This is an optimization exercise on Yosys and OpenROAD, whose aim is small area, a short achievable clock period and few clock cycles, not a production implementation. RTL that was checked went through simulation tests only; none was proved equivalent to the original. For run 1, only the layout was checked, not whether the RTL still works. No activity file was given, so power comes from the tool's default toggle rates.

==> design.v <==
package search_pkg;
  typedef logic [15:0] coord_t;
  typedef logic [15:0] vertex_id_t;
  typedef logic [39:0] dist_t;
  typedef logic [7:0] k_t;
  typedef logic [1:0] op_t;
  localparam op_t op_query = 2'd0;
  localparam op_t op_vertex = 2'd1;
  localparam op_t op_end = 2'd2;
endpackage
module sq_tree (
  input  logic [15:0] y,
  input  logic        neg,
  output logic [31:0] s,
  output logic [31:0] c
);
  logic pp_0_1;
  logic pp_0_2;
  logic pp_0_3;
  logic pp_0_4;
  logic pp_0_5;
  logic pp_0_6;
  logic pp_0_7;
  logic pp_0_8;
  logic pp_0_9;
  logic pp_0_10;
  logic pp_0_11;
  logic pp_0_12;
  logic pp_0_13;
  logic pp_0_14;
  logic pp_0_15;
  logic pp_1_2;
  logic pp_1_3;
  logic pp_1_4;
  logic pp_1_5;
  logic pp_1_6;
  logic pp_1_7;
  logic pp_1_8;
  logic pp_1_9;
  logic pp_1_10;
  logic pp_1_11;
  logic pp_1_12;
  logic pp_1_13;
  logic pp_1_14;
  logic pp_1_15;
  logic pp_2_3;
  logic pp_2_4;
  logic pp_2_5;
  logic pp_2_6;
  logic pp_2_7;
  logic pp_2_8;
  logic pp_2_9;
  logic pp_2_10;
  logic pp_2_11;
  logic pp_2_12;
  logic pp_2_13;
  logic pp_2_14;
  logic pp_2_15;
  logic pp_3_4;
  logic pp_3_5;
  logic pp_3_6;
  logic pp_3_7;
  logic pp_3_8;
  logic pp_3_9;
  logic pp_3_10;
  logic pp_3_11;
  logic pp_3_12;
  logic pp_3_13;
  logic pp_3_14;
  logic pp_3_15;
  logic pp_4_5;
  logic pp_4_6;
  logic pp_4_7;
  logic pp_4_8;
  logic pp_4_9;
  logic pp_4_10;
  logic pp_4_11;
  logic pp_4_12;
  logic pp_4_13;
  logic pp_4_14;
  logic pp_4_15;
  logic pp_5_6;
  logic pp_5_7;
  logic pp_5_8;
  logic pp_5_9;
  logic pp_5_10;
  logic pp_5_11;
  logic pp_5_12;
  logic pp_5_13;
  logic pp_5_14;
  logic pp_5_15;
  logic pp_6_7;
  logic pp_6_8;
  logic pp_6_9;
  logic pp_6_10;
  logic pp_6_11;
  logic pp_6_12;
  logic pp_6_13;
  logic pp_6_14;
  logic pp_6_15;
  logic pp_7_8;
  logic pp_7_9;
  logic pp_7_10;
  logic pp_7_11;
  logic pp_7_12;
  logic pp_7_13;
  logic pp_7_14;
  logic pp_7_15;
  logic pp_8_9;
  logic pp_8_10;
  logic pp_8_11;
  logic pp_8_12;
  logic pp_8_13;
  logic pp_8_14;
  logic pp_8_15;
  logic pp_9_10;
  logic pp_9_11;
  logic pp_9_12;
  logic pp_9_13;
  logic pp_9_14;
  logic pp_9_15;
  logic pp_10_11;
  logic pp_10_12;
  logic pp_10_13;
  logic pp_10_14;
  logic pp_10_15;
  logic pp_11_12;
  logic pp_11_13;
  logic pp_11_14;
  logic pp_11_15;
  logic pp_12_13;
  logic pp_12_14;
  logic pp_12_15;
  logic pp_13_14;
  logic pp_13_15;
  logic pp_14_15;
  logic ny_0;
  logic ny_1;
  logic ny_2;
  logic ny_3;
  logic ny_4;
  logic ny_5;
  logic ny_6;
  logic ny_7;
  logic ny_8;
  logic ny_9;
  logic ny_10;
  logic ny_11;
  logic ny_12;
  logic ny_13;
  logic ny_14;
  logic ny_15;
  logic hs0;
  logic hc0;
  logic hs1;
  logic hc1;
  logic hs2;
  logic hc2;
  logic fs3;
  logic fc3;
  logic hs4;
  logic hc4;
  logic fs5;
  logic fc5;
  logic hs6;
  logic hc6;
  logic fs7;
  logic fc7;
  logic fs8;
  logic fc8;
  logic hs9;
  logic hc9;
  logic fs10;
  logic fc10;
  logic fs11;
  logic fc11;
  logic hs12;
  logic hc12;
  logic fs13;
  logic fc13;
  logic fs14;
  logic fc14;
  logic fs15;
  logic fc15;
  logic fs16;
  logic fc16;
  logic fs17;
  logic fc17;
  logic hs18;
  logic hc18;
  logic fs19;
  logic fc19;
  logic fs20;
  logic fc20;
  logic hs21;
  logic hc21;
  logic fs22;
  logic fc22;
  logic hs23;
  logic hc23;
  logic fs24;
  logic fc24;
  logic hs25;
  logic hc25;
  logic hs26;
  logic hc26;
  logic hs27;
  logic hc27;
  logic hs28;
  logic hc28;
  logic hs29;
  logic hc29;
  logic fs30;
  logic fc30;
  logic hs31;
  logic hc31;
  logic fs32;
  logic fc32;
  logic hs33;
  logic hc33;
  logic fs34;
  logic fc34;
  logic fs35;
  logic fc35;
  logic fs36;
  logic fc36;
  logic fs37;
  logic fc37;
  logic fs38;
  logic fc38;
  logic fs39;
  logic fc39;
  logic fs40;
  logic fc40;
  logic fs41;
  logic fc41;
  logic fs42;
  logic fc42;
  logic fs43;
  logic fc43;
  logic fs44;
  logic fc44;
  logic fs45;
  logic fc45;
  logic fs46;
  logic fc46;
  logic fs47;
  logic fc47;
  logic fs48;
  logic fc48;
  logic fs49;
  logic fc49;
  logic fs50;
  logic fc50;
  logic fs51;
  logic fc51;
  logic fs52;
  logic fc52;
  logic fs53;
  logic fc53;
  logic fs54;
  logic fc54;
  logic fs55;
  logic fc55;
  logic fs56;
  logic fc56;
  logic fs57;
  logic fc57;
  logic fs58;
  logic fc58;
  logic fs59;
  logic fc59;
  logic fs60;
  logic fc60;
  logic hs61;
  logic hc61;
  logic fs62;
  logic fc62;
  logic hs63;
  logic hc63;
  logic hs64;
  logic hc64;
  logic hs65;
  logic hc65;
  logic hs66;
  logic hc66;
  logic hs67;
  logic hc67;
  logic fs68;
  logic fc68;
  logic fs69;
  logic fc69;
  logic fs70;
  logic fc70;
  logic fs71;
  logic fc71;
  logic fs72;
  logic fc72;
  logic fs73;
  logic fc73;
  logic fs74;
  logic fc74;
  logic fs75;
  logic fc75;
  logic fs76;
  logic fc76;
  logic fs77;
  logic fc77;
  logic fs78;
  logic fc78;
  logic fs79;
  logic fc79;
  logic fs80;
  logic fc80;
  logic fs81;
  logic fc81;
  logic fs82;
  logic fc82;
  logic fs83;
  logic fc83;
  logic fs84;
  logic fc84;
  logic fs85;
  logic fc85;
  logic fs86;
  logic fc86;
  logic fs87;
  logic fc87;
  logic fs88;
  logic fc88;
  logic hs89;
  logic hc89;
  logic hs90;
  logic hc90;
  logic hs91;
  logic hc91;
  logic hs92;
  logic hc92;
  logic fs93;
  logic fc93;
  logic fs94;
  logic fc94;
  logic fs95;
  logic fc95;
  logic fs96;
  logic fc96;
  logic fs97;
  logic fc97;
  logic fs98;
  logic fc98;
  logic fs99;
  logic fc99;
  logic fs100;
  logic fc100;
  logic fs101;
  logic fc101;
  logic fs102;
  logic fc102;
  logic fs103;
  logic fc103;
  logic fs104;
  logic fc104;
  logic fs105;
  logic fc105;
  logic fs106;
  logic fc106;
  logic fs107;
  logic fc107;
  logic fs108;
  logic fc108;
  logic fs109;
  logic fc109;
  logic fs110;
  logic fc110;
  logic fs111;
  logic fc111;
  logic fs112;
  logic fc112;
  logic fs113;
  logic fc113;
  logic fs114;
  logic fc114;
  logic fs115;
  logic fc115;
  logic fs116;
  logic fc116;
  logic fs117;
  logic fc117;
  logic hs118;
  logic hc118;
  logic hs119;
  logic hc119;
  assign pp_0_1 = y[0] & y[1];
  assign pp_0_2 = y[0] & y[2];
  assign pp_0_3 = y[0] & y[3];
  assign pp_0_4 = y[0] & y[4];
  assign pp_0_5 = y[0] & y[5];
  assign pp_0_6 = y[0] & y[6];
  assign pp_0_7 = y[0] & y[7];
  assign pp_0_8 = y[0] & y[8];
  assign pp_0_9 = y[0] & y[9];
  assign pp_0_10 = y[0] & y[10];
  assign pp_0_11 = y[0] & y[11];
  assign pp_0_12 = y[0] & y[12];
  assign pp_0_13 = y[0] & y[13];
  assign pp_0_14 = y[0] & y[14];
  assign pp_0_15 = y[0] & y[15];
  assign pp_1_2 = y[1] & y[2];
  assign pp_1_3 = y[1] & y[3];
  assign pp_1_4 = y[1] & y[4];
  assign pp_1_5 = y[1] & y[5];
  assign pp_1_6 = y[1] & y[6];
  assign pp_1_7 = y[1] & y[7];
  assign pp_1_8 = y[1] & y[8];
  assign pp_1_9 = y[1] & y[9];
  assign pp_1_10 = y[1] & y[10];
  assign pp_1_11 = y[1] & y[11];
  assign pp_1_12 = y[1] & y[12];
  assign pp_1_13 = y[1] & y[13];
  assign pp_1_14 = y[1] & y[14];
  assign pp_1_15 = y[1] & y[15];
  assign pp_2_3 = y[2] & y[3];
  assign pp_2_4 = y[2] & y[4];
  assign pp_2_5 = y[2] & y[5];
  assign pp_2_6 = y[2] & y[6];
  assign pp_2_7 = y[2] & y[7];
  assign pp_2_8 = y[2] & y[8];
  assign pp_2_9 = y[2] & y[9];
  assign pp_2_10 = y[2] & y[10];
  assign pp_2_11 = y[2] & y[11];
  assign pp_2_12 = y[2] & y[12];
  assign pp_2_13 = y[2] & y[13];
  assign pp_2_14 = y[2] & y[14];
  assign pp_2_15 = y[2] & y[15];
  assign pp_3_4 = y[3] & y[4];
  assign pp_3_5 = y[3] & y[5];
  assign pp_3_6 = y[3] & y[6];
  assign pp_3_7 = y[3] & y[7];
  assign pp_3_8 = y[3] & y[8];
  assign pp_3_9 = y[3] & y[9];
  assign pp_3_10 = y[3] & y[10];
  assign pp_3_11 = y[3] & y[11];
  assign pp_3_12 = y[3] & y[12];
  assign pp_3_13 = y[3] & y[13];
  assign pp_3_14 = y[3] & y[14];
  assign pp_3_15 = y[3] & y[15];
  assign pp_4_5 = y[4] & y[5];
  assign pp_4_6 = y[4] & y[6];
  assign pp_4_7 = y[4] & y[7];
  assign pp_4_8 = y[4] & y[8];
  assign pp_4_9 = y[4] & y[9];
  assign pp_4_10 = y[4] & y[10];
  assign pp_4_11 = y[4] & y[11];
  assign pp_4_12 = y[4] & y[12];
  assign pp_4_13 = y[4] & y[13];
  assign pp_4_14 = y[4] & y[14];
  assign pp_4_15 = y[4] & y[15];
  assign pp_5_6 = y[5] & y[6];
  assign pp_5_7 = y[5] & y[7];
  assign pp_5_8 = y[5] & y[8];
  assign pp_5_9 = y[5] & y[9];
  assign pp_5_10 = y[5] & y[10];
  assign pp_5_11 = y[5] & y[11];
  assign pp_5_12 = y[5] & y[12];
  assign pp_5_13 = y[5] & y[13];
  assign pp_5_14 = y[5] & y[14];
  assign pp_5_15 = y[5] & y[15];
  assign pp_6_7 = y[6] & y[7];
  assign pp_6_8 = y[6] & y[8];
  assign pp_6_9 = y[6] & y[9];
  assign pp_6_10 = y[6] & y[10];
  assign pp_6_11 = y[6] & y[11];
  assign pp_6_12 = y[6] & y[12];
  assign pp_6_13 = y[6] & y[13];
  assign pp_6_14 = y[6] & y[14];
  assign pp_6_15 = y[6] & y[15];
  assign pp_7_8 = y[7] & y[8];
  assign pp_7_9 = y[7] & y[9];
  assign pp_7_10 = y[7] & y[10];
  assign pp_7_11 = y[7] & y[11];
  assign pp_7_12 = y[7] & y[12];
  assign pp_7_13 = y[7] & y[13];
  assign pp_7_14 = y[7] & y[14];
  assign pp_7_15 = y[7] & y[15];
  assign pp_8_9 = y[8] & y[9];
  assign pp_8_10 = y[8] & y[10];
  assign pp_8_11 = y[8] & y[11];
  assign pp_8_12 = y[8] & y[12];
  assign pp_8_13 = y[8] & y[13];
  assign pp_8_14 = y[8] & y[14];
  assign pp_8_15 = y[8] & y[15];
  assign pp_9_10 = y[9] & y[10];
  assign pp_9_11 = y[9] & y[11];
  assign pp_9_12 = y[9] & y[12];
  assign pp_9_13 = y[9] & y[13];
  assign pp_9_14 = y[9] & y[14];
  assign pp_9_15 = y[9] & y[15];
  assign pp_10_11 = y[10] & y[11];
  assign pp_10_12 = y[10] & y[12];
  assign pp_10_13 = y[10] & y[13];
  assign pp_10_14 = y[10] & y[14];
  assign pp_10_15 = y[10] & y[15];
  assign pp_11_12 = y[11] & y[12];
  assign pp_11_13 = y[11] & y[13];
  assign pp_11_14 = y[11] & y[14];
  assign pp_11_15 = y[11] & y[15];
  assign pp_12_13 = y[12] & y[13];
  assign pp_12_14 = y[12] & y[14];
  assign pp_12_15 = y[12] & y[15];
  assign pp_13_14 = y[13] & y[14];
  assign pp_13_15 = y[13] & y[15];
  assign pp_14_15 = y[14] & y[15];
  assign ny_0 = y[0] & neg;
  assign ny_1 = y[1] & neg;
  assign ny_2 = y[2] & neg;
  assign ny_3 = y[3] & neg;
  assign ny_4 = y[4] & neg;
  assign ny_5 = y[5] & neg;
  assign ny_6 = y[6] & neg;
  assign ny_7 = y[7] & neg;
  assign ny_8 = y[8] & neg;
  assign ny_9 = y[9] & neg;
  assign ny_10 = y[10] & neg;
  assign ny_11 = y[11] & neg;
  assign ny_12 = y[12] & neg;
  assign ny_13 = y[13] & neg;
  assign ny_14 = y[14] & neg;
  assign ny_15 = y[15] & neg;
  assign hs0 = pp_0_15 ^ pp_1_14;
  assign hc0 = pp_0_15 & pp_1_14;
  assign hs1 = pp_0_9 ^ pp_1_8;
  assign hc1 = pp_0_9 & pp_1_8;
  assign hs2 = pp_0_10 ^ pp_1_9;
  assign hc2 = pp_0_10 & pp_1_9;
  assign fs3 = pp_0_11 ^ pp_1_10 ^ pp_2_9;
  assign fc3 = (pp_0_11 & pp_1_10) | (pp_0_11 & pp_2_9) | (pp_1_10 & pp_2_9);
  assign hs4 = pp_3_8 ^ pp_4_7;
  assign hc4 = pp_3_8 & pp_4_7;
  assign fs5 = pp_0_12 ^ pp_1_11 ^ pp_2_10;
  assign fc5 = (pp_0_12 & pp_1_11) | (pp_0_12 & pp_2_10) | (pp_1_11 & pp_2_10);
  assign hs6 = pp_3_9 ^ pp_4_8;
  assign hc6 = pp_3_9 & pp_4_8;
  assign fs7 = pp_0_13 ^ pp_1_12 ^ pp_2_11;
  assign fc7 = (pp_0_13 & pp_1_12) | (pp_0_13 & pp_2_11) | (pp_1_12 & pp_2_11);
  assign fs8 = pp_3_10 ^ pp_4_9 ^ pp_5_8;
  assign fc8 = (pp_3_10 & pp_4_9) | (pp_3_10 & pp_5_8) | (pp_4_9 & pp_5_8);
  assign hs9 = pp_6_7 ^ y[7];
  assign hc9 = pp_6_7 & y[7];
  assign fs10 = pp_0_14 ^ pp_1_13 ^ pp_2_12;
  assign fc10 = (pp_0_14 & pp_1_13) | (pp_0_14 & pp_2_12) | (pp_1_13 & pp_2_12);
  assign fs11 = pp_3_11 ^ pp_4_10 ^ pp_5_9;
  assign fc11 = (pp_3_11 & pp_4_10) | (pp_3_11 & pp_5_9) | (pp_4_10 & pp_5_9);
  assign hs12 = pp_6_8 ^ ny_14;
  assign hc12 = pp_6_8 & ny_14;
  assign fs13 = hs0 ^ pp_2_13 ^ pp_3_12;
  assign fc13 = (hs0 & pp_2_13) | (hs0 & pp_3_12) | (pp_2_13 & pp_3_12);
  assign fs14 = pp_4_11 ^ pp_5_10 ^ pp_6_9;
  assign fc14 = (pp_4_11 & pp_5_10) | (pp_4_11 & pp_6_9) | (pp_5_10 & pp_6_9);
  assign fs15 = pp_7_8 ^ y[8] ^ ny_15;
  assign fc15 = (pp_7_8 & y[8]) | (pp_7_8 & ny_15) | (y[8] & ny_15);
  assign fs16 = pp_1_15 ^ pp_2_14 ^ pp_3_13;
  assign fc16 = (pp_1_15 & pp_2_14) | (pp_1_15 & pp_3_13) | (pp_2_14 & pp_3_13);
  assign fs17 = pp_4_12 ^ pp_5_11 ^ pp_6_10;
  assign fc17 = (pp_4_12 & pp_5_11) | (pp_4_12 & pp_6_10) | (pp_5_11 & pp_6_10);
  assign hs18 = pp_7_9 ^ hc0;
  assign hc18 = pp_7_9 & hc0;
  assign fs19 = pp_2_15 ^ pp_3_14 ^ pp_4_13;
  assign fc19 = (pp_2_15 & pp_3_14) | (pp_2_15 & pp_4_13) | (pp_3_14 & pp_4_13);
  assign fs20 = pp_5_12 ^ pp_6_11 ^ pp_7_10;
  assign fc20 = (pp_5_12 & pp_6_11) | (pp_5_12 & pp_7_10) | (pp_6_11 & pp_7_10);
  assign hs21 = pp_8_9 ^ y[9];
  assign hc21 = pp_8_9 & y[9];
  assign fs22 = pp_3_15 ^ pp_4_14 ^ pp_5_13;
  assign fc22 = (pp_3_15 & pp_4_14) | (pp_3_15 & pp_5_13) | (pp_4_14 & pp_5_13);
  assign hs23 = pp_6_12 ^ pp_7_11;
  assign hc23 = pp_6_12 & pp_7_11;
  assign fs24 = pp_4_15 ^ pp_5_14 ^ pp_6_13;
  assign fc24 = (pp_4_15 & pp_5_14) | (pp_4_15 & pp_6_13) | (pp_5_14 & pp_6_13);
  assign hs25 = pp_7_12 ^ pp_8_11;
  assign hc25 = pp_7_12 & pp_8_11;
  assign hs26 = pp_5_15 ^ pp_6_14;
  assign hc26 = pp_5_15 & pp_6_14;
  assign hs27 = pp_6_15 ^ pp_7_14;
  assign hc27 = pp_6_15 & pp_7_14;
  assign hs28 = pp_0_5 ^ pp_1_4;
  assign hc28 = pp_0_5 & pp_1_4;
  assign hs29 = pp_0_6 ^ pp_1_5;
  assign hc29 = pp_0_6 & pp_1_5;
  assign fs30 = pp_0_7 ^ pp_1_6 ^ pp_2_5;
  assign fc30 = (pp_0_7 & pp_1_6) | (pp_0_7 & pp_2_5) | (pp_1_6 & pp_2_5);
  assign hs31 = pp_3_4 ^ y[4];
  assign hc31 = pp_3_4 & y[4];
  assign fs32 = pp_0_8 ^ pp_1_7 ^ pp_2_6;
  assign fc32 = (pp_0_8 & pp_1_7) | (pp_0_8 & pp_2_6) | (pp_1_7 & pp_2_6);
  assign hs33 = pp_3_5 ^ ny_8;
  assign hc33 = pp_3_5 & ny_8;
  assign fs34 = hs1 ^ pp_2_7 ^ pp_3_6;
  assign fc34 = (hs1 & pp_2_7) | (hs1 & pp_3_6) | (pp_2_7 & pp_3_6);
  assign fs35 = pp_4_5 ^ y[5] ^ ny_9;
  assign fc35 = (pp_4_5 & y[5]) | (pp_4_5 & ny_9) | (y[5] & ny_9);
  assign fs36 = hs2 ^ pp_2_8 ^ pp_3_7;
  assign fc36 = (hs2 & pp_2_8) | (hs2 & pp_3_7) | (pp_2_8 & pp_3_7);
  assign fs37 = pp_4_6 ^ ny_10 ^ hc1;
  assign fc37 = (pp_4_6 & ny_10) | (pp_4_6 & hc1) | (ny_10 & hc1);
  assign fs38 = fs3 ^ hs4 ^ pp_5_6;
  assign fc38 = (fs3 & hs4) | (fs3 & pp_5_6) | (hs4 & pp_5_6);
  assign fs39 = y[6] ^ ny_11 ^ hc2;
  assign fc39 = (y[6] & ny_11) | (y[6] & hc2) | (ny_11 & hc2);
  assign fs40 = fs5 ^ hs6 ^ pp_5_7;
  assign fc40 = (fs5 & hs6) | (fs5 & pp_5_7) | (hs6 & pp_5_7);
  assign fs41 = ny_12 ^ fc3 ^ hc4;
  assign fc41 = (ny_12 & fc3) | (ny_12 & hc4) | (fc3 & hc4);
  assign fs42 = fs7 ^ fs8 ^ hs9;
  assign fc42 = (fs7 & fs8) | (fs7 & hs9) | (fs8 & hs9);
  assign fs43 = ny_13 ^ fc5 ^ hc6;
  assign fc43 = (ny_13 & fc5) | (ny_13 & hc6) | (fc5 & hc6);
  assign fs44 = fs10 ^ fs11 ^ hs12;
  assign fc44 = (fs10 & fs11) | (fs10 & hs12) | (fs11 & hs12);
  assign fs45 = fc7 ^ fc8 ^ hc9;
  assign fc45 = (fc7 & fc8) | (fc7 & hc9) | (fc8 & hc9);
  assign fs46 = fs13 ^ fs14 ^ fs15;
  assign fc46 = (fs13 & fs14) | (fs13 & fs15) | (fs14 & fs15);
  assign fs47 = fc10 ^ fc11 ^ hc12;
  assign fc47 = (fc10 & fc11) | (fc10 & hc12) | (fc11 & hc12);
  assign fs48 = fs16 ^ fs17 ^ hs18;
  assign fc48 = (fs16 & fs17) | (fs16 & hs18) | (fs17 & hs18);
  assign fs49 = fc13 ^ fc14 ^ fc15;
  assign fc49 = (fc13 & fc14) | (fc13 & fc15) | (fc14 & fc15);
  assign fs50 = fs19 ^ fs20 ^ hs21;
  assign fc50 = (fs19 & fs20) | (fs19 & hs21) | (fs20 & hs21);
  assign fs51 = fc16 ^ fc17 ^ hc18;
  assign fc51 = (fc16 & fc17) | (fc16 & hc18) | (fc17 & hc18);
  assign fs52 = fs22 ^ hs23 ^ pp_8_10;
  assign fc52 = (fs22 & hs23) | (fs22 & pp_8_10) | (hs23 & pp_8_10);
  assign fs53 = fc19 ^ fc20 ^ hc21;
  assign fc53 = (fc19 & fc20) | (fc19 & hc21) | (fc20 & hc21);
  assign fs54 = fs24 ^ hs25 ^ pp_9_10;
  assign fc54 = (fs24 & hs25) | (fs24 & pp_9_10) | (hs25 & pp_9_10);
  assign fs55 = y[10] ^ fc22 ^ hc23;
  assign fc55 = (y[10] & fc22) | (y[10] & hc23) | (fc22 & hc23);
  assign fs56 = hs26 ^ pp_7_13 ^ pp_8_12;
  assign fc56 = (hs26 & pp_7_13) | (hs26 & pp_8_12) | (pp_7_13 & pp_8_12);
  assign fs57 = pp_9_11 ^ fc24 ^ hc25;
  assign fc57 = (pp_9_11 & fc24) | (pp_9_11 & hc25) | (fc24 & hc25);
  assign fs58 = hs27 ^ pp_8_13 ^ pp_9_12;
  assign fc58 = (hs27 & pp_8_13) | (hs27 & pp_9_12) | (pp_8_13 & pp_9_12);
  assign fs59 = pp_10_11 ^ y[11] ^ hc26;
  assign fc59 = (pp_10_11 & y[11]) | (pp_10_11 & hc26) | (y[11] & hc26);
  assign fs60 = pp_7_15 ^ pp_8_14 ^ pp_9_13;
  assign fc60 = (pp_7_15 & pp_8_14) | (pp_7_15 & pp_9_13) | (pp_8_14 & pp_9_13);
  assign hs61 = pp_10_12 ^ hc27;
  assign hc61 = pp_10_12 & hc27;
  assign fs62 = pp_8_15 ^ pp_9_14 ^ pp_10_13;
  assign fc62 = (pp_8_15 & pp_9_14) | (pp_8_15 & pp_10_13) | (pp_9_14 & pp_10_13);
  assign hs63 = pp_11_12 ^ y[12];
  assign hc63 = pp_11_12 & y[12];
  assign hs64 = pp_9_15 ^ pp_10_14;
  assign hc64 = pp_9_15 & pp_10_14;
  assign hs65 = pp_10_15 ^ pp_11_14;
  assign hc65 = pp_10_15 & pp_11_14;
  assign hs66 = pp_0_3 ^ pp_1_2;
  assign hc66 = pp_0_3 & pp_1_2;
  assign hs67 = pp_0_4 ^ pp_1_3;
  assign hc67 = pp_0_4 & pp_1_3;
  assign fs68 = hs28 ^ pp_2_3 ^ y[3];
  assign fc68 = (hs28 & pp_2_3) | (hs28 & y[3]) | (pp_2_3 & y[3]);
  assign fs69 = hs29 ^ pp_2_4 ^ ny_6;
  assign fc69 = (hs29 & pp_2_4) | (hs29 & ny_6) | (pp_2_4 & ny_6);
  assign fs70 = fs30 ^ hs31 ^ ny_7;
  assign fc70 = (fs30 & hs31) | (fs30 & ny_7) | (hs31 & ny_7);
  assign fs71 = fs32 ^ hs33 ^ fc30;
  assign fc71 = (fs32 & hs33) | (fs32 & fc30) | (hs33 & fc30);
  assign fs72 = fs34 ^ fs35 ^ fc32;
  assign fc72 = (fs34 & fs35) | (fs34 & fc32) | (fs35 & fc32);
  assign fs73 = fs36 ^ fs37 ^ fc34;
  assign fc73 = (fs36 & fs37) | (fs36 & fc34) | (fs37 & fc34);
  assign fs74 = fs38 ^ fs39 ^ fc36;
  assign fc74 = (fs38 & fs39) | (fs38 & fc36) | (fs39 & fc36);
  assign fs75 = fs40 ^ fs41 ^ fc38;
  assign fc75 = (fs40 & fs41) | (fs40 & fc38) | (fs41 & fc38);
  assign fs76 = fs42 ^ fs43 ^ fc40;
  assign fc76 = (fs42 & fs43) | (fs42 & fc40) | (fs43 & fc40);
  assign fs77 = fs44 ^ fs45 ^ fc42;
  assign fc77 = (fs44 & fs45) | (fs44 & fc42) | (fs45 & fc42);
  assign fs78 = fs46 ^ fs47 ^ fc44;
  assign fc78 = (fs46 & fs47) | (fs46 & fc44) | (fs47 & fc44);
  assign fs79 = fs48 ^ fs49 ^ fc46;
  assign fc79 = (fs48 & fs49) | (fs48 & fc46) | (fs49 & fc46);
  assign fs80 = fs50 ^ fs51 ^ fc48;
  assign fc80 = (fs50 & fs51) | (fs50 & fc48) | (fs51 & fc48);
  assign fs81 = fs52 ^ fs53 ^ fc50;
  assign fc81 = (fs52 & fs53) | (fs52 & fc50) | (fs53 & fc50);
  assign fs82 = fs54 ^ fs55 ^ fc52;
  assign fc82 = (fs54 & fs55) | (fs54 & fc52) | (fs55 & fc52);
  assign fs83 = fs56 ^ fs57 ^ fc54;
  assign fc83 = (fs56 & fs57) | (fs56 & fc54) | (fs57 & fc54);
  assign fs84 = fs58 ^ fs59 ^ fc56;
  assign fc84 = (fs58 & fs59) | (fs58 & fc56) | (fs59 & fc56);
  assign fs85 = fs60 ^ hs61 ^ fc58;
  assign fc85 = (fs60 & hs61) | (fs60 & fc58) | (hs61 & fc58);
  assign fs86 = fs62 ^ hs63 ^ fc60;
  assign fc86 = (fs62 & hs63) | (fs62 & fc60) | (hs63 & fc60);
  assign fs87 = hs64 ^ pp_11_13 ^ fc62;
  assign fc87 = (hs64 & pp_11_13) | (hs64 & fc62) | (pp_11_13 & fc62);
  assign fs88 = hs65 ^ pp_12_13 ^ y[13];
  assign fc88 = (hs65 & pp_12_13) | (hs65 & y[13]) | (pp_12_13 & y[13]);
  assign hs89 = pp_11_15 ^ pp_12_14;
  assign hc89 = pp_11_15 & pp_12_14;
  assign hs90 = pp_12_15 ^ pp_13_14;
  assign hc90 = pp_12_15 & pp_13_14;
  assign hs91 = pp_0_1 ^ y[1];
  assign hc91 = pp_0_1 & y[1];
  assign hs92 = pp_0_2 ^ ny_2;
  assign hc92 = pp_0_2 & ny_2;
  assign fs93 = hs66 ^ y[2] ^ ny_3;
  assign fc93 = (hs66 & y[2]) | (hs66 & ny_3) | (y[2] & ny_3);
  assign fs94 = hs67 ^ ny_4 ^ hc66;
  assign fc94 = (hs67 & ny_4) | (hs67 & hc66) | (ny_4 & hc66);
  assign fs95 = fs68 ^ ny_5 ^ hc67;
  assign fc95 = (fs68 & ny_5) | (fs68 & hc67) | (ny_5 & hc67);
  assign fs96 = fs69 ^ hc28 ^ fc68;
  assign fc96 = (fs69 & hc28) | (fs69 & fc68) | (hc28 & fc68);
  assign fs97 = fs70 ^ hc29 ^ fc69;
  assign fc97 = (fs70 & hc29) | (fs70 & fc69) | (hc29 & fc69);
  assign fs98 = fs71 ^ hc31 ^ fc70;
  assign fc98 = (fs71 & hc31) | (fs71 & fc70) | (hc31 & fc70);
  assign fs99 = fs72 ^ hc33 ^ fc71;
  assign fc99 = (fs72 & hc33) | (fs72 & fc71) | (hc33 & fc71);
  assign fs100 = fs73 ^ fc35 ^ fc72;
  assign fc100 = (fs73 & fc35) | (fs73 & fc72) | (fc35 & fc72);
  assign fs101 = fs74 ^ fc37 ^ fc73;
  assign fc101 = (fs74 & fc37) | (fs74 & fc73) | (fc37 & fc73);
  assign fs102 = fs75 ^ fc39 ^ fc74;
  assign fc102 = (fs75 & fc39) | (fs75 & fc74) | (fc39 & fc74);
  assign fs103 = fs76 ^ fc41 ^ fc75;
  assign fc103 = (fs76 & fc41) | (fs76 & fc75) | (fc41 & fc75);
  assign fs104 = fs77 ^ fc43 ^ fc76;
  assign fc104 = (fs77 & fc43) | (fs77 & fc76) | (fc43 & fc76);
  assign fs105 = fs78 ^ fc45 ^ fc77;
  assign fc105 = (fs78 & fc45) | (fs78 & fc77) | (fc45 & fc77);
  assign fs106 = fs79 ^ fc47 ^ fc78;
  assign fc106 = (fs79 & fc47) | (fs79 & fc78) | (fc47 & fc78);
  assign fs107 = fs80 ^ fc49 ^ fc79;
  assign fc107 = (fs80 & fc49) | (fs80 & fc79) | (fc49 & fc79);
  assign fs108 = fs81 ^ fc51 ^ fc80;
  assign fc108 = (fs81 & fc51) | (fs81 & fc80) | (fc51 & fc80);
  assign fs109 = fs82 ^ fc53 ^ fc81;
  assign fc109 = (fs82 & fc53) | (fs82 & fc81) | (fc53 & fc81);
  assign fs110 = fs83 ^ fc55 ^ fc82;
  assign fc110 = (fs83 & fc55) | (fs83 & fc82) | (fc55 & fc82);
  assign fs111 = fs84 ^ fc57 ^ fc83;
  assign fc111 = (fs84 & fc57) | (fs84 & fc83) | (fc57 & fc83);
  assign fs112 = fs85 ^ fc59 ^ fc84;
  assign fc112 = (fs85 & fc59) | (fs85 & fc84) | (fc59 & fc84);
  assign fs113 = fs86 ^ hc61 ^ fc85;
  assign fc113 = (fs86 & hc61) | (fs86 & fc85) | (hc61 & fc85);
  assign fs114 = fs87 ^ hc63 ^ fc86;
  assign fc114 = (fs87 & hc63) | (fs87 & fc86) | (hc63 & fc86);
  assign fs115 = fs88 ^ hc64 ^ fc87;
  assign fc115 = (fs88 & hc64) | (fs88 & fc87) | (hc64 & fc87);
  assign fs116 = hs89 ^ hc65 ^ fc88;
  assign fc116 = (hs89 & hc65) | (hs89 & fc88) | (hc65 & fc88);
  assign fs117 = hs90 ^ y[14] ^ hc89;
  assign fc117 = (hs90 & y[14]) | (hs90 & hc89) | (y[14] & hc89);
  assign hs118 = pp_13_15 ^ hc90;
  assign hc118 = pp_13_15 & hc90;
  assign hs119 = pp_14_15 ^ y[15];
  assign hc119 = pp_14_15 & y[15];
  assign s = {hc119, hs119, hs118, fs117, fs116, fs115, fs114, fs113, fs112, fs111, fs110, fs109, fs108, fs107, fs106, fs105, fs104, fs103, fs102, fs101, fs100, fs99, fs98, fs97, fs96, fs95, fs94, fs93, hs92, hs91, ny_0, y[0]};
  assign c = {1'b0, hc118, fc117, fc116, fc115, fc114, fc113, fc112, fc111, fc110, fc109, fc108, fc107, fc106, fc105, fc104, fc103, fc102, fc101, fc100, fc99, fc98, fc97, fc96, fc95, fc94, fc93, hc92, hc91, ny_1, 1'b0, neg};
endmodule
`timescale 1ns/1ps
module search_top
#(
  parameter int DIM = 4,
  parameter int PQ_LENGTH = 5,
  parameter int IN_DEPTH = 4,
  parameter int OUT_CREDITS = 2
) (
  input  logic                   clk_100mhz,
  input  logic                   sys_rst,
  input  logic                   in_valid,
  input  logic [1:0]             in_op,
  input  logic [$clog2(DIM)-1:0] in_index,
  input  logic [15:0]            in_data,
  input  logic [15:0]            in_id,
  output logic                   in_credit,
  output logic                   res_valid,
  output logic [15:0]            res_id,
  output logic [39:0]            res_dist,
  output logic                   res_last,
  input  logic                   out_credit
);
  localparam int DW = 35;    
  localparam int NQ = PQ_LENGTH;
  logic in_q, in_c, in_e;
  assign in_q = in_valid && (in_op == 2'd0);
  assign in_c = in_valid && (in_op == 2'd1);
  assign in_e = in_valid && (in_op == 2'd2);
  logic       busy;       
  logic       cq;         
  logic [2:0] owed;       
  logic [3:0] nfree;      
  logic       withhold;
  logic       credit_d;
  logic       r_e, d_e, s_e, pe, drain_on;
  assign busy     = r_e || d_e || s_e || pe || drain_on;
  assign withhold = busy && (nfree > 4'd3 + 4'(owed)) && (in_c || in_e);
  assign credit_d = (in_valid && !withhold) || (!busy && (owed != 3'd0));
  always_ff @(posedge clk_100mhz) begin
    if (sys_rst) begin
      in_credit <= 1'b0;
      owed      <= 3'd0;
      nfree     <= 4'd0;
      cq        <= 1'b0;
    end else begin
      in_credit <= credit_d;
      owed      <= owed + 3'(in_valid) - 3'(credit_d);
      if (!busy) begin
        nfree <= 4'd0;
      end else if (in_c || in_e) begin
        nfree <= nfree + 4'd1;
      end
      if (in_e) begin
        cq <= 1'b0;
      end else if (in_c && in_index == 2'(DIM - 1)) begin
        cq <= 1'b1;
      end
    end
  end
  logic [15:0] cand_id;
  always_ff @(posedge clk_100mhz) begin
    if (in_c && in_index == 2'(DIM - 1)) begin
      cand_id <= in_id;
    end
  end
  logic        r_q, r_c;
  logic [1:0]  r_idx;
  logic [15:0] r_data;
  always_ff @(posedge clk_100mhz) begin
    if (sys_rst) begin
      r_q <= 1'b0;
      r_c <= 1'b0;
      r_e <= 1'b0;
    end else begin
      r_q <= in_q;
      r_c <= in_c;
      r_e <= in_e && cq;
    end
    r_idx  <= in_index;
    r_data <= in_data;
  end
  logic [15:0] qry [DIM];
  always_ff @(posedge clk_100mhz) begin
    if (r_q) begin
      qry[r_idx] <= r_data;
    end
  end
  logic        d_c, d_first, d_last;
  logic [2:0]  d_k;
  logic [15:0] d_y;       
  logic        d_neg;     
  logic [16:0] sub;
  logic [15:0] qsel;
  logic [2:0]  k_clamp;
  assign qsel = qry[r_idx];
  assign sub  = {1'b0, r_data} - {1'b0, qsel};
  always_comb begin
    if (r_data[7:0] == 8'd0) begin
      k_clamp = 3'd1;
    end else if (r_data[7:0] > 8'(PQ_LENGTH)) begin
      k_clamp = 3'(PQ_LENGTH);
    end else begin
      k_clamp = r_data[2:0];
    end
  end
  always_ff @(posedge clk_100mhz) begin
    if (sys_rst) begin
      d_c <= 1'b0;
      d_e <= 1'b0;
    end else begin
      d_c <= r_c;
      d_e <= r_e;
    end
    d_first <= (r_idx == 2'd0);
    d_last  <= (r_idx == 2'(DIM - 1));
    d_k     <= k_clamp;
    d_y     <= sub[15:0] ^ {16{sub[16]}};
    d_neg   <= sub[16];
  end
  logic [31:0] sq_s, sq_c;
  logic [31:0] s_s, s_cy;
  logic        s_c, s_first, s_last;
  logic [2:0]  s_k;
  sq_tree sq0 (
    .y(d_y),
    .neg(d_neg),
    .s(sq_s),
    .c(sq_c)
  );
  always_ff @(posedge clk_100mhz) begin
    if (sys_rst) begin
      s_c <= 1'b0;
      s_e <= 1'b0;
    end else begin
      s_c <= d_c;
      s_e <= d_e;
    end
    s_first <= d_first;
    s_last  <= d_last;
    s_k     <= d_k;
    s_s     <= sq_s;
    s_cy    <= sq_c;
  end
  logic [DW-1:0] acc;
  logic          a_done;    
  logic          take;      
  logic [DW-1:0] acc_in, csa_x, csa_y;
  assign acc_in = s_first ? DW'(0) : acc;
  assign csa_x  = acc_in ^ DW'(s_s) ^ DW'(s_cy);
  assign csa_y  = ((acc_in & DW'(s_s)) | (acc_in & DW'(s_cy)) | (DW'(s_s) & DW'(s_cy))) << 1;
  always_ff @(posedge clk_100mhz) begin
    if (s_c) begin
      acc <= csa_x + csa_y;
    end
  end
  always_ff @(posedge clk_100mhz) begin
    if (sys_rst) begin
      a_done <= 1'b0;
    end else begin
      a_done <= (s_c && s_last) || (a_done && !take);
    end
  end
  logic [DW-1:0] n_d;
  logic [15:0]   n_id;
  logic          n_valid;
  logic [1:0]    n_ph;      
  logic          n_c2, n_r1;
  logic [NQ-1:0] n_le;      
  logic          ins;
  logic          step;
  logic          beat;
  logic          last_beat;
  logic [DW-1:0] e_d  [NQ];
  logic [15:0]   e_id [NQ];
  logic [NQ-1:0] e_v;
  logic          c2;
  logic [DW-1:0] e_sel;
  logic          v_sel;
  logic          r_le;
  logic [NQ-1:0] le_fin;
  assign take = a_done && !n_valid && !pe;
  assign step = n_valid && (n_ph != 2'd2) && !drain_on;
  assign ins  = n_valid && (n_ph == 2'd2) && !drain_on;
  assign c2 = e_v[2] && (e_d[2] <= acc);
  always_comb begin
    if (n_ph == 2'd0) begin
      e_sel = n_c2 ? e_d[3] : e_d[1];
      v_sel = n_c2 ? e_v[3] : e_v[1];
    end else begin
      e_sel = n_c2 ? e_d[4] : e_d[0];
      v_sel = n_c2 ? e_v[4] : e_v[0];
    end
    r_le = v_sel && (e_sel <= n_d);
    case ({n_c2, n_r1})
      2'b00:   le_fin = {4'b0000, r_le};
      2'b01:   le_fin = 5'b00011;
      2'b10:   le_fin = 5'b00111;
      default: le_fin = {r_le, 4'b1111};
    endcase
  end
  always_ff @(posedge clk_100mhz) begin
    if (take) begin
      n_d  <= acc;
      n_id <= cand_id;
    end
  end
  always_ff @(posedge clk_100mhz) begin
    if (sys_rst) begin
      n_valid <= 1'b0;
      n_ph    <= 2'd0;
      n_c2    <= 1'b0;
      n_r1    <= 1'b0;
      n_le    <= '0;
    end else begin
      n_valid <= take || (n_valid && !ins);
      if (take || ins) begin
        n_ph <= 2'd0;
      end else if (step) begin
        n_ph <= n_ph + 2'd1;
      end
      if (last_beat) begin
        n_c2 <= 1'b0;
        n_r1 <= 1'b0;
        n_le <= '0;
      end else begin
        if (take) begin
          n_c2 <= c2;
        end
        if (step && n_ph == 2'd0) begin
          n_r1 <= r_le;
        end
        if (step && n_ph == 2'd1) begin
          n_le <= le_fin;
        end
      end
    end
  end
  logic [NQ-1:0] v_nxt;
  always_comb begin
    v_nxt = e_v;
    if (last_beat) begin
      v_nxt = '0;
    end else if (beat) begin
      v_nxt = {1'b0, e_v[NQ-1:1]};
    end else if (ins) begin
      v_nxt = {e_v[NQ-2:0], 1'b1};
    end
  end
  always_ff @(posedge clk_100mhz) begin
    if (sys_rst) begin
      e_v <= '0;
    end else begin
      e_v <= v_nxt;
    end
  end
  always_ff @(posedge clk_100mhz) begin
    if (beat) begin
      for (int i = 0; i < NQ - 1; i++) begin
        e_d[i]  <= e_d[i+1];
        e_id[i] <= e_id[i+1];
      end
    end else if (ins) begin
      for (int i = 0; i < NQ; i++) begin
        if (!n_le[i]) begin
          if (i == 0 || n_le[i-1]) begin
            e_d[i]  <= n_d;
            e_id[i] <= n_id;
          end else begin
            e_d[i]  <= e_d[i-1];
            e_id[i] <= e_id[i-1];
          end
        end
      end
    end
  end
  logic [2:0] pe_k;
  logic [2:0] dr_left;    
  logic [1:0] cred;       
  logic [2:0] dr_nxt;
  logic [1:0] cred_nxt;
  logic       start;
  assign drain_on  = (dr_left != 3'd0);
  assign beat      = res_valid;
  assign last_beat = res_valid && res_last;
  assign start     = pe && !drain_on && (!n_valid || ins);
  always_ff @(posedge clk_100mhz) begin
    if (sys_rst) begin
      pe <= 1'b0;
    end else begin
      pe <= s_e || (pe && !start);
    end
    if (s_e) begin
      pe_k <= s_k;
    end
  end
  always_comb begin
    cred_nxt = cred - 2'(beat) + 2'(out_credit);
    dr_nxt   = dr_left;
    if (last_beat) begin
      dr_nxt = 3'd0;
    end else if (beat) begin
      dr_nxt = dr_left - 3'd1;
    end else if (start) begin
      dr_nxt = pe_k;
    end
  end
  always_ff @(posedge clk_100mhz) begin
    if (sys_rst) begin
      dr_left   <= 3'd0;
      cred      <= 2'(OUT_CREDITS);
      res_valid <= 1'b0;
    end else begin
      dr_left   <= dr_nxt;
      cred      <= cred_nxt;
      res_valid <= (dr_nxt != 3'd0) && (cred_nxt != 2'd0);
    end
    res_last <= (dr_nxt == 3'd1) || !v_nxt[1];
  end
  assign res_id   = e_id[0];
  assign res_dist = {5'd0, e_d[0]};
endmodule
==> flow/run.sh <==
#!/bin/bash
# Standard layout, with repair_timing aiming for extra setup slack.
set -euo pipefail
bash standard.sh SETUP_SLACK_MARGIN=10 finish > standard.log 2>&1
==> standard.sh <==
#!/bin/bash
# synth_recipe.tcl (not shown) runs the flow's synth.tcl, then flattens the netlist and writes it again
# the make line also repeats each setting of config.mk as NAME=value (left out here)
make -C /OpenROAD-flow-scripts/flow DESIGN_CONFIG=/design/flow/config.mk WORK_HOME=/design/flow/orfs CLKGATE_MAP_FILE= SYNTH_SCRIPT=/design/flow/synth_recipe.tcl "${@:-finish}"
==> config.mk <==
export PLATFORM = sky130hd
export DESIGN_NAME = search_top
export DESIGN_NICKNAME = search_top
export VERILOG_FILES = /design/flow/design.v
export SDC_FILE = /design/flow/constraint.sdc
export NUM_CORES = 4
export LEC_CHECK = 0
export CAP_MARGIN = 20
export CORE_MARGIN = 2
export CORE_UTILIZATION = 40
export CTS_CLUSTER_DIAMETER = 150
export CTS_CLUSTER_SIZE = 30
export SLEW_MARGIN = 20
==> constraint.sdc <==
create_clock -name core_clock -period 14.0 [get_ports {clk_100mhz}]
set_input_delay 2.8000 -clock core_clock [delete_from_list [all_inputs] [get_ports {clk_100mhz}]]
set_output_delay 2.8000 -clock core_clock [all_outputs]
set_load 0.01 [all_outputs]
==> results of run 1 <==
cell usage after synthesis (all sizes together), types with 3 or more instances:
library cell	number
a211o	3
a211oi	4
a21o	43
a21oi	72
a311oi	3
a31oi	3
and2	108
and3	8
buf	19
clkbuf	100
dfxtp	147
edfxtp	424
fa	119
ha	166
inv	280
mux2	70
mux2i	156
mux4	52
nand2	257
nand2b	42
nand3	17
nand4	21
nor2	75
nor2b	26
nor3	22
nor3b	3
nor4	5
o211ai	6
o21a	12
o21ai	238
o21bai	4
o22ai	5
o31a	3
or2	4
xnor2	50
xor2	21
state kept, by name, indices dropped and copies added (netlist names), 2 cells and up:
name	flops
n_d	35
pe_k	3
n_ph	2
e_d	175
s_k	3
qry	64
n_le	5
e_id	80
nfree	4
d_y	16
dr_left	3
cand_id	16
owed	3
s_s	32
r_idx	2
e_v	5
s_cy	30
cred	2
r_data	16
n_id	16
acc	35
d_k	3
repair_timing:
action / in CTS / in global routing
setup buffers: 52 / 13
endpoints found under the hold margin: 0 / 0
pin swaps: 6 / 5
resized for setup: 251 / 18
setup endpoints to repair: 118 / 140
hold buffers: 0 / 0
cell usage in the layout (no fill, tap or decap), types with 17 or more instances in the layout:
cell type                         count
sky130_fd_sc_hd__a21o_1              43
sky130_fd_sc_hd__a21oi_1             70
sky130_fd_sc_hd__and2_1             106
sky130_fd_sc_hd__buf_2               43
sky130_fd_sc_hd__buf_4               77
sky130_fd_sc_hd__clkbuf_1            17
sky130_fd_sc_hd__clkbuf_16           23
sky130_fd_sc_hd__clkdlybuf4s50_1     36
sky130_fd_sc_hd__dfxtp_1            139
sky130_fd_sc_hd__edfxtp_1           424
sky130_fd_sc_hd__fa_1               118
sky130_fd_sc_hd__ha_1               164
sky130_fd_sc_hd__inv_1              279
sky130_fd_sc_hd__mux2_2              70
sky130_fd_sc_hd__mux2i_1            156
sky130_fd_sc_hd__mux4_2              52
sky130_fd_sc_hd__nand2_1            257
sky130_fd_sc_hd__nand2b_1            42
sky130_fd_sc_hd__nand4_1             21
sky130_fd_sc_hd__nor2_1              74
sky130_fd_sc_hd__nor2b_1             25
sky130_fd_sc_hd__nor3_1              21
sky130_fd_sc_hd__o21ai_0            232
sky130_fd_sc_hd__xnor2_1             43
sky130_fd_sc_hd__xor2_1              19
cell families (layout without fill, tap and decap cells):
logic type | count (synthesis) | after routing | share of synthesized area (%)
simple gates | 597 | 597 | 9.233
flops | 571 | 571 | 50.21
compound gates | 420 | 420 | 7.867
buf+inv | 399 | 501 | 4.913
fa+ha+maj | 285 | 285 | 14.28
mux | 278 | 278 | 11.28
xor+xnor | 71 | 71 | 2.208
other cells | 1 | 5 | 0.01201
area by class of cell:
| class | instances | area (µm²) |
|---|---|---|
| clock buffers | 40 | 639.4 |
| clock inverters | 2 | 38.79 |
| fillers | 7106 | 43020 |
| inverters | 280 | 1051 |
| multi-input cells | 1656 | 14150 |
| flip-flops and latches | 571 | 15700 |
| well taps | 1040 | 1301 |
| repair buffers | 179 | 1448 |
per-layer routing:
metal | track usage, % | vias up | part of all wire [%]
li1 | - | 9285 | -
met1 | 24.18 | 9604 | 46
met2 | 30.25 | 425 | 48
met3 | 1.664 | 84 | 3.8
met4 | 3.981 | 0 | 2.1
met5 | 0 | - | 0
worst paths after layout:
check,startpoint,to,slack (ns),cells after the start
hold / removal,d_first,s_first,0.34,0
setup / recovery,e_d[0][18],res_dist[18],9.85,1
setup reg to reg,n_ph[0],n_r1,10.04,13
hold reg to reg,d_first,s_first,0.34,0
per-stage QoR:
stage	total power (µW)	hold slack [ns]	worst slack, ns
floorplan	4883	0.3096	8.793
finish	6602	0.3381	9.850
global route	7218	0.3464	9.827
global placement	5609	0.3101	8.735
CTS	6640	0.3419	9.813
detailed placement	5736	0.3132	8.746
power by group:
group          switching (µW)  total (µW)  leakage [µW]  internal (µW)
Combinational            1730        3100       0.00763           1370
Sequential                282        2640       0.00512           2360
Clock                     532         855      0.000319            323
Total                    2550        6600        0.0131           4060
==> notes.md, run 1 <==
Entering global routing, the biggest net connects ~130 pins. In this run the tool buffered the top-level ports with 93 buffer cells. The netlist area before placement came out at 31220 µm².

The total track usage is 17.61%. The initial core utilization came out at 40.37%. The leakage power of the design came out at 0.01307 µW. The share of layout cells above drive strength 1 came out at between 10% and 20%. IR analysis of the VDD net gives a maximum drop of 0.08834 mV. The power density over cell area came out at ~190 nW/µm².

The global-route wire length before repair came out at 114100 µm. The critical path goes through buf_2. The detailed-route wire length per cell came out at 18.85 µm. Setup repair after global routing could not meet its margin everywhere. The share of the core filled with cells in the final layout came out at 44.38%. The initial antenna violation count is 0. The largest single stage delay on the critical path is 0.53 ns. In this run, synthesis inferred approximately 420 flip-flops with an integrated enable.

The setup violation total in the final timing report is 0. The hold violation total from the final report came out at 0. In the routed layout, each cell is associated on average with a via count of about 5.1. The clock latency on the worst-skew pair came out at 0.61 ns. The total core area is 77340 µm². The count of antenna-violating nets left after detailed routing came out at 0. The final max-slew violation count was 0. The area added between synthesis and finish came out at 9.931%.

Before antenna repair, the detailed router went through 5 iterations. The final setup TNS is 0 ns. Clock skew on the completed layout was measured at 0.04325 ns. The sequential fraction of the synthesis area is 50.21%.

The worst path needs ~4.2 ns of the cycle, external delays included. The number of different library cells in the post-synthesis netlist came out at 73. Yosys printed 4 warnings. Broken down by cell family, the worst path's largest delay share belongs to flip-flops.

The I/O pin total is 99. The total cell area at the placement stage came out at 33240 µm². The final weighted congestion of routability-driven global placement is 0.8336. The die footprint came out at 80300 µm². The clock tree from TritonCTS is done. The routed wire length is 71010 µm.

The relative max-transition margin is a little under a third. In this run the core area contains ~100 standard-cell rows. The maximum operating frequency is roughly 240 MHz. The clock passes through at most 3 buffers. The overall die height is approximately 280 µm. 0 antenna diodes ended up in the layout. The fraction of registers with async set or reset after synthesis came out at 0%. After synthesis, the cell types taking the most area are sky130_fd_sc_hd__edfxtp_1 41%, sky130_fd_sc_hd__dfxtp_1 9.4%, sky130_fd_sc_hd__fa_1 7.6%. The startpoint class of the critical path is a flop.

The count of routing violations after the opening detailed-route iteration is 1497. The final clock period utilization by the worst path is 29.65%. The gate count of the mapped netlist came out at around 2600.

The most used flip-flop cell after synthesis is sky130_fd_sc_hd__edfxtp_1. The worst hold path belongs to the class flop to flop. The chip width is 283.4 µm. The slowest stage of the critical path belongs to the cell sky130_fd_sc_hd__edfxtp_1. For this design, the sink count on the clock tree is roughly 570. The detailed-route via count is 19400. The number of buffer and inverter stages on the critical path came out at 1. The root buffer cell is sky130_fd_sc_hd__clkbuf_16.

The flow ran to the end and the layout has no timing, DRC or antenna violations. The number of maximum-capacitance constraint violations came out at 0. The overflow left after global routing came out at 0. By startpoint and endpoint, the worst setup path is classified as flop to output port.

Once layout is complete, the cells apart from fillers number 3768. The worst endpoint data arrival time is 1.35 ns. At the pin with the least slew margin, the transition time is 1.037 ns. The number of clock buffers added by TritonCTS is 23. The number of H-tree levels came out at 1. STA classifies the critical path endpoint as an output port. Dividing the synthesized area by the synthesized cell count gives around 12 µm². The remaining routing DRC violations came out at 0. The synthesized design spends more area on one cell type than any other, namely sky130_fd_sc_hd__edfxtp_1. Along the worst path, the maximum fanout reaches 2.

The flop and latch count out of synthesis came out at 571. The net count of the finished layout is between 3000 and 4000. The via count of the first global-routing pass is 20150. The detailed-placement wirelength estimate is 47280 µm.

The clock-pin slew of the registers on the worst-case setup and hold paths is 0.12 ns. The area fraction of the dominant cell type after synthesis is between 40 and 50%. The critical path data required time came out at 11.20 ns.

The post-route standard cell area excluding fillers is roughly 34000 µm². The number of instances in the placed design is approximately 3700.
==> inputs of run 2 (changes only) <==
--- a/design.v
+++ b/design.v
@@ -857,7 +857,6 @@
     end
   end
   logic        d_c, d_first, d_last;
-  logic [2:0]  d_k;
   logic [15:0] d_y;       
   logic        d_neg;     
   logic [16:0] sub;
@@ -884,14 +883,12 @@
     end
     d_first <= (r_idx == 2'd0);
     d_last  <= (r_idx == 2'(DIM - 1));
-    d_k     <= k_clamp;
     d_y     <= sub[15:0] ^ {16{sub[16]}};
     d_neg   <= sub[16];
   end
   logic [31:0] sq_s, sq_c;
   logic [31:0] s_s, s_cy;
   logic        s_c, s_first, s_last;
-  logic [2:0]  s_k;
   sq_tree sq0 (
     .y(d_y),
     .neg(d_neg),
@@ -908,7 +905,6 @@
     end
     s_first <= d_first;
     s_last  <= d_last;
-    s_k     <= d_k;
     s_s     <= sq_s;
     s_cy    <= sq_c;
   end
@@ -1060,8 +1056,8 @@
     end else begin
       pe <= s_e || (pe && !start);
     end
-    if (s_e) begin
-      pe_k <= s_k;
+    if (r_e) begin
+      pe_k <= k_clamp;
     end
   end
   always_comb begin
--- a/config.mk
+++ b/config.mk
@@ -9,5 +9,5 @@
 export CORE_MARGIN = 2
 export CORE_UTILIZATION = 40
 export CTS_CLUSTER_DIAMETER = 150
-export CTS_CLUSTER_SIZE = 30
+export CTS_CLUSTER_SIZE = 20
 export SLEW_MARGIN = 20
==> run 2 against run 1 <==
Combinational power is essentially flat. Maximum frequency grew 0.90%. Routed wire length is essentially flat. Global-route usage grew 0.42 points. Flip-flop and latch count shrank 6. Non-clock buffer count shrank 8. Register-to-register slack gained 0.09 ns. Critical path depth grew 10. Critical endpoint is now owed[1].
==> notes.md, run 2 <==
The global-route wire length before repair came out at 113100 µm (-0.86%). The proportion of power drawn by combinational gates is 45.8% (-1.2 points). The netlist area before placement was 30990 µm² (-0.75%). The clock-pin slew of the registers on the worst-case setup and hold paths came out at 0.08 ns (-0.04 ns).

The number of maximum-capacitance constraint violations came out at 0 (unchanged). The hold violation total from the final report came out at 0 (unchanged). The total track usage is 18.02% (+0.42 points). The most flop-heavy register is e_d. The most used flip-flop cell after synthesis is sky130_fd_sc_hd__edfxtp_1. The number of buffer cells added on primary ports came out at 93 (unchanged). The detailed-placement wirelength estimate came out at 45630 µm (-3.5%).

The overall die height is 282.3 µm (-0.37%). The initial core utilization came to 40.20% (-0.17 points). The remaining routing DRC violations was 0 (unchanged).

The number of cell rows is 102 (unchanged). The worst-case clock buffer depth was 3 (unchanged). The routed wire length came to 71060 µm (about the same). The number of buffers created by CTS is 34 (+48%). The internal power of the cells came out at 4188 µW (+3.2%). The critical path data required time is 14.47 ns (+3.27 ns). The termination of the worst setup path is owed[1].

After detailed routing, no signal wire sits above met5. The count of antenna-violating nets left after detailed routing is 0 (unchanged). The power density over cell area came out at 197.4 nW/µm² (+2.6%).

The startpoint of the lowest-slack register-to-register path is s_first. The area fraction of the dominant cell type after synthesis is 41.09% (+0.31 points). By area the synthesized netlist is led by sky130_fd_sc_hd__edfxtp_1 41%, sky130_fd_sc_hd__dfxtp_1 9.1%, sky130_fd_sc_hd__fa_1 7.7%. Among all cell types in the netlist, the one instantiated most often is sky130_fd_sc_hd__edfxtp_1. The number of diodes added for antenna fixing came out at 0 (unchanged).

The most area-hungry cell type in the Yosys netlist is sky130_fd_sc_hd__edfxtp_1. TritonCTS built the clock tree. The maximum operating frequency is 243.1 MHz (+0.90%).

The average size of a mapped cell came out at 11.85 µm² (-0.48%). The maximum number of pins on one net before global-route repair is 278 (+120%). The total core area came out at 77080 µm² (-0.33%). The largest registers in the layout are e_d (175), e_id (80), qry (64). For this design, the slowest cell found on the critical path is sky130_fd_sc_hd__fa_2. The sequential fraction of the synthesis area came to 50.20% (about the same).

The share of layout cells above drive strength 1 is 12.54% (+0.11 points). The number of different library cells in the post-synthesis netlist is 64 (-12%). The gate count of the mapped netlist came out at 2615 (-0.27%). The switching share of power is 38.40% (-0.16 points). The largest stage delay on the critical path came out at 0.51 ns (-0.02 ns). In the layout the commonest cells are 424 x sky130_fd_sc_hd__edfxtp_1, 284 x sky130_fd_sc_hd__inv_1, 258 x sky130_fd_sc_hd__nand2_1, 232 x sky130_fd_sc_hd__o21ai_0, 162 x sky130_fd_sc_hd__ha_1.

The number of enable flip-flop cells after synthesis was 424 (unchanged). The sort of element at the end of the critical path is a flop. Counting instances in the post-synthesis netlist gives the leading cell types as 424 x sky130_fd_sc_hd__edfxtp_1, 286 x sky130_fd_sc_hd__inv_1, 258 x sky130_fd_sc_hd__nand2_1. The final clock period utilization by the worst path was 29.38% (-0.26 points). The hold-fix buffer count after cts came to 0 (unchanged). The fraction of registers with async set or reset after synthesis was 0% (unchanged). The cell depth of the worst flop-to-flop path is 14 (+1). The fill cell instance count of the final layout came out at 7142 (+0.51%). Setup repair after global routing could not meet its margin everywhere. The worst endpoint data arrival time came out at 4.59 ns (+3.24 ns).

The met3 layer wire length in the routed design was 3189 µm (+17%). The final max-slew violation count is 0 (unchanged). The part of the power in registers was 38.8% (-1.3 points). The final weighted congestion of routability-driven global placement came to 0.8291 (-0.54%). The total number of nets in the final design is 3032 (-0.13%). The final clock skew is 0.03157 ns (-0.01168 ns).

The relative max-transition margin is 23.61% (-7.2 points). The mean number of vias per cell came out at 5.170 (+0.43%). In this run the worst setup path begins at in_op[0]. The slew at the pin closest to its max-slew limit came out at 1.146 ns (+0.1085 ns). The flip-flop count of the largest register after layout is 175 (unchanged). The shortest period the worst path allows is 4.114 ns (-0.03690 ns). The net load switching power came to 2610 µW (+2.5%).

The number of detailed-route iterations in the first pass was 5 (unchanged). The detailed-route via count is 19480 (+0.43%). The total met2 wirelength after detailed routing is 35070 µm (+1.9%). The area growth from synthesis to layout is 11.14%.

The worst voltage drop across the vdd grid came out at 0.1259 mV (+43%). The total cell area at the placement stage is 33020 µm² (-0.66%). The kind of critical path is input pin to flop.

The cell sitting at the root of the clock tree is a sky130_fd_sc_hd__clkbuf_16. The count of routing violations after the opening detailed-route iteration came out at 1276 (-15%). The detailed-route wire length per cell is 18.86 µm (about the same). The sink count of the clock tree came out at 565 (-1.1%). The number of H-tree levels was 2 (+1). The part of the power in the clock network is 15.4% (+2.5 points). The initial antenna violation count is 1 (+1). The flop and latch count out of synthesis is 565 (-1.1%). The via count of the first global-routing pass came out at 20300 (+0.73%).

The post-route standard cell area excluding fillers came out at 34440 µm² (+0.34%). In this run the worst hold path is classified as flop to flop. Traced cell by cell, the critical path runs through buf_8 > xor2_1 > and2_4 > nand3_2 > o22a_1 > ha_1 > inv_1 > ha_2 > inv_2 > fa_2 > nor2_1. The count of synthesis-stage warnings from yosys is 4 (unchanged). The leakage power of the design was 0.01309 µW (+0.12%).

The overflow left after global routing came to 0 (unchanged). The setup slack of the most critical reg-to-reg path is 10.13 ns (+0.09 ns). STA classifies the critical path startpoint as an input pin. The setup violation total in the final timing report came to 0 (unchanged). Leaving out fill and tap cells, the most frequent cell in the layout is sky130_fd_sc_hd__edfxtp_1. The clock latency on the worst-skew pair came out at 0.59 ns (-0.02 ns).

The chip width was 282.3 µm (-0.37%). The largest fanout on the critical path came out at 2 (unchanged). The run finished with no timing, DRC or antenna violations.

The worst reg2reg path endpoint is acc[34]. The die footprint came out at 79710 µm² (-0.74%). The final setup TNS came out at 0 ns (unchanged).

The I/O pin total is 99 (unchanged). The detailed-routing wirelength on met1 came out at 31210 µm (-3.8%).
## run 2: power groups by stage
stage	Combinational, µW	Sequential [µW]	Clock [µW]
finish	3120	2640	1050
global route	3630	2680	1140
CTS	3110	2640	1090
detailed placement	3050	2690	0
global placement	2960	2680	0
floorplan	2310	2560	0
## run 2: repair_timing
action,in CTS,in global routing
buffers inserted,46,12
gates cloned,1,0
endpoints found under the setup margin,101,61
pin swaps,9,10
endpoints found under the hold margin,0,0
gates resized for setup,255,28
## run 2: area by class of cell
class	count	area [µm²]	area share, %
Sequential cell	565	15580	45.24
Multi-Input combinational cell	1649	14090	40.91
Timing Repair Buffer	171	1399	4.062
Tap cell	1040	1301	3.778
Inverter	286	1074	3.117
Clock buffer	53	922.1	2.678
Clock inverter	4	75.07	0.2180
## run 2: worst min-delay path by stage
stage,start,end,slack (ns),cells past startpoint
2_1_floorplan,d_first,s_first,0.31,0
3_3_place_gp,d_first,s_first,0.31,0
3_5_place_dp,d_last,s_last,0.31,0
4_1_cts,d_last,s_last,0.33,0
5_1_grt,d_last,s_last,0.34,0
6_report,d_last,s_last,0.32,0
## run 2: worst max-delay path, delay by kind of cell
family          cells  cell delay (ns)
xor+xnor            1             0.15
fa+ha+maj           3             0.97
simple gates        3             0.26
buf+inv             3             0.21
compound gates      1             0.22
## run 2: metrics by stage
stage                     hold WS [ns]  worst slack (ns)  instances  power [µW]  utilization (%)
after CTS                       0.3265             9.890       3756        6833            44.41
after global placement          0.3114             8.710       3652        5636            42.84
after floorplan                 0.3096             8.768       2619        4872                -
after detailed placement        0.3121             8.675       3652        5734            42.84
after global routing            0.3358             9.818       3768        7452            44.68
final                           0.3220             9.887       3768        6798            44.68
## run 2: logic make-up after synthesis
logic type / after synthesis / share of synthesized area [%]
other: 1 / 0.01210
xor gates and xnor gates: 67 / 1.894
muxes: 279 / 11.40
and+or+nand+nor: 591 / 9.299
DFF: 565 / 50.20
adders and majority gates: 285 / 14.39
buffers and inverters: 405 / 4.978
AOI/OAI and AO/OA: 422 / 7.833
## run 2: routing by layer
| layer | track usage [%] | vias to the layer above |
|---|---|---|
| met4 | 4.735 | 2 |
| met2 | 31.13 | 410 |
| met1 | 23.83 | 9694 |
| met5 | 0 | - |
| met3 | 2.420 | 97 |
| li1 | - | 9278 |
Testbench counts of run 2, summed over its fixed seeds: cycles 18,880.
==> inputs of run 3 (changes only) <==
--- a/config.mk
+++ b/config.mk
@@ -7,7 +7,7 @@
 export LEC_CHECK = 0
 export CAP_MARGIN = 20
 export CORE_MARGIN = 2
-export CORE_UTILIZATION = 40
+export CORE_UTILIZATION = 60
 export CTS_CLUSTER_DIAMETER = 150
-export CTS_CLUSTER_SIZE = 20
+export CTS_CLUSTER_SIZE = 25
 export SLEW_MARGIN = 20
==> run 3 against run 2 <==
Critical path type is now flop to output port. Sequential share of layout area rose by 0.80 points. Combinational power rose by 2%. Critical path depth fell by 10. Power fell by 2.0%. Cell count fell by 9.3%. Setup slack improved by 0.049 ns. Routed wire length fell by 3.8%. Synthesized area did not move. Flip-flop and latch count did not move.
==> notes.md, run 3 <==
The number of maximum-capacitance constraint violations is 0 (unchanged). The count of routing violations after the opening detailed-route iteration came out at 1531 (+20%). The chip width came out at 231.3 µm (-18%). TritonCTS built the clock tree.

The number of enable flip-flop cells after synthesis was 424 (unchanged). The share of layout cells above drive strength 1 came out at 12.68% (+0.15 points). The total core area is 51200 µm² (-34%). The count of antenna-violating nets left after detailed routing came out at 0 (unchanged). The sink count of the clock tree came out at 565 (unchanged).

The count of synthesis-stage warnings from yosys was 4 (unchanged). The number of buffers created by CTS was 26 (-24%). The final clock period utilization by the worst path came out at 29.03% (-0.35 points). The final max-slew violation count came out at 0 (unchanged). The clock-pin slew of the registers on the worst-case setup and hold paths came out at 0.10 ns (+0.02 ns). The most frequent standard cell in the layout excluding fill and tap cells is sky130_fd_sc_hd__edfxtp_1. The clock latency on the worst-skew pair is 0.60 ns (about the same). The number of diodes added for antenna fixing came out at 0 (unchanged). The worst voltage drop across the vdd grid came out at 0.1502 mV (+19%). The share of the core filled with cells in the final layout came out at 66.10% (+21 points). The die footprint is 53480 µm² (-33%). The worst hold path terminates at s_last. The largest total area in the synthesized netlist belongs to sky130_fd_sc_hd__edfxtp_1. Setup repair after global routing could not meet its margin everywhere. The detailed-route wire length per cell is 20.01 µm (+6.1%). The largest stage delay on the critical path is 0.49 ns (-0.02 ns). The overall die height was 231.3 µm (-18%). The power density over cell area was 196.8 nW/µm² (-0.31%). The startpoint class of the critical path is a flop. The total cell area at the placement stage came out at 32590 µm² (-1.3%). The number of detailed-route iterations in the first pass was 6 (+1). The cell depth of the worst flop-to-flop path came out at 14 (unchanged).

The fraction of registers with async set or reset after synthesis was 0% (unchanged). The root buffer cell chosen for the clock tree is sky130_fd_sc_hd__clkbuf_16. The area added between synthesis and finish came out at 9.206%. The sort of element at the end of the critical path is an output port. The classification of the worst-slack hold path is flop to flop. On the critical path the largest part of the delay comes from flip-flops. The commonest cells after synthesis are 424 x sky130_fd_sc_hd__edfxtp_1, 286 x sky130_fd_sc_hd__inv_1, 258 x sky130_fd_sc_hd__nand2_1. The post-route standard cell area excluding fillers is 33840 µm² (-1.7%). The worst-case clock buffer depth is 3 (unchanged).

The shortest period the worst path allows is 4.064 ns (-0.04902 ns). The initial antenna violation count is 0 (-1). The area fraction of the dominant cell type after synthesis came out at 41.09% (unchanged). The detailed-route via count came out at 19760 (+1.4%). The number of stages on the worst hold path is 0 (unchanged). The worst endpoint data arrival time came out at 1.26 ns (-3.33 ns). The minimum hold slack was 0.3398 ns (+0.01779 ns). The flow ran to the end and the layout has no timing, DRC or antenna violations. The kind of critical path is flop to output port.
run 3: cell counts after synthesis:
No cell type changed its count.
run 3: logic make-up (layout without fill, tap and decap cells):
family / count (synthesis) / after routing / synth area share (%)
adders and majority gates: 285 / 285 / 14.39
muxes: 279 / 279 / 11.40
other: 1 / 5 / 0.01210
and+or+nand+nor: 591 / 591 / 9.299
xor gates and xnor gates: 67 / 67 / 1.894
AOI/OAI and AO/OA: 422 / 422 / 7.833
DFF: 565 / 565 / 50.20
buffers and inverters: 405 / 522 / 4.978
run 3: power breakdown:
group | switching [µW] | leakage [µW] | internal (µW)
registers | 260 | 0.00508 | 2350
clock network | 514 | 0.000362 | 369
logic | 1780 | 0.00761 | 1390
run 3: worst max path at each step:
| stage | slack, ns | end | startpoint | depth (start not counted) |
|---|---|---|---|---|
| after global routing | 9.89 | owed[1] | in_op[0] | 11 |
| after detailed placement | 8.72 | owed[1] | in_op[0] | 11 |
| final | 9.94 | res_dist[5] | e_d[0][5] | 1 |
| after global placement | 8.74 | owed[1] | in_op[0] | 11 |
| after floorplan | 8.77 | e_d[0][0] | dr_left[0] | 5 |
| after CTS | 9.92 | res_dist[5] | e_d[0][5] | 1 |
run 3: layout make-up:
| class | instances | area (µm²) | area share (%) |
|---|---|---|---|
| Inverter | 286 | 1074 | 3.172 |
| Sequential cell | 565 | 15580 | 46.04 |
| Tap cell | 680 | 850.8 | 2.514 |
| Multi-Input combinational cell | 1649 | 14070 | 41.58 |
| Clock buffer | 47 | 750.7 | 2.218 |
| Clock inverter | 1 | 11.26 | 0.03328 |
| Timing Repair Buffer | 188 | 1504 | 4.444 |
run 3: per-stage QoR:
stage | instances | power (µW)
after floorplan | 2619 | 4872
after global placement | 3297 | 5620
after detailed placement | 3297 | 5728
after CTS | 3400 | 6653
after global routing | 3416 | 7265
final | 3416 | 6659
run 3: what timing repair did:
action / 4_1_cts / 5_1_grt
cloned: 0 / 1
pin swaps: 7 / 9
buffers inserted: 55 / 15
resized for setup: 238 / 29
endpoints found under the setup margin: 98 / 54
run 3: routing by layer:
metal | part of all wire, % | global-route usage [%] | up-vias
met5 | 0 | 0 | -
met4 | 2.2 | 5.343 | 0
met3 | 5.2 | 2.571 | 98
met2 | 49 | 44.27 | 537
met1 | 44 | 36.16 | 9830
li1 | - | - | 9295

[separate check: timing with driven ports]
Ports are ideal in the flow. The routed layouts listed here were re-timed in OpenROAD.
Step 1 sets driving cells, clkbuf_16 on the clock port and buf_2 on the other inputs (assumed; they add their load-dependent delay and slew).
Step 2 also shifts input and output timing later by t, the mid clock arrival at the registers, as if the neighbouring blocks saw the same clock.
Three values: ideal ports, drivers, drivers and shift; two values: the first two.
run | t, ns | setup WS [ns]
run 1 | 0.639 | 9.850 / 9.790 / 9.361
run 2 | 0.639 | 9.886 / 9.870 / 9.258
run 3 | 0.636 | 9.936 / 9.879 / 9.331
After both steps every run listed still meets setup and hold.
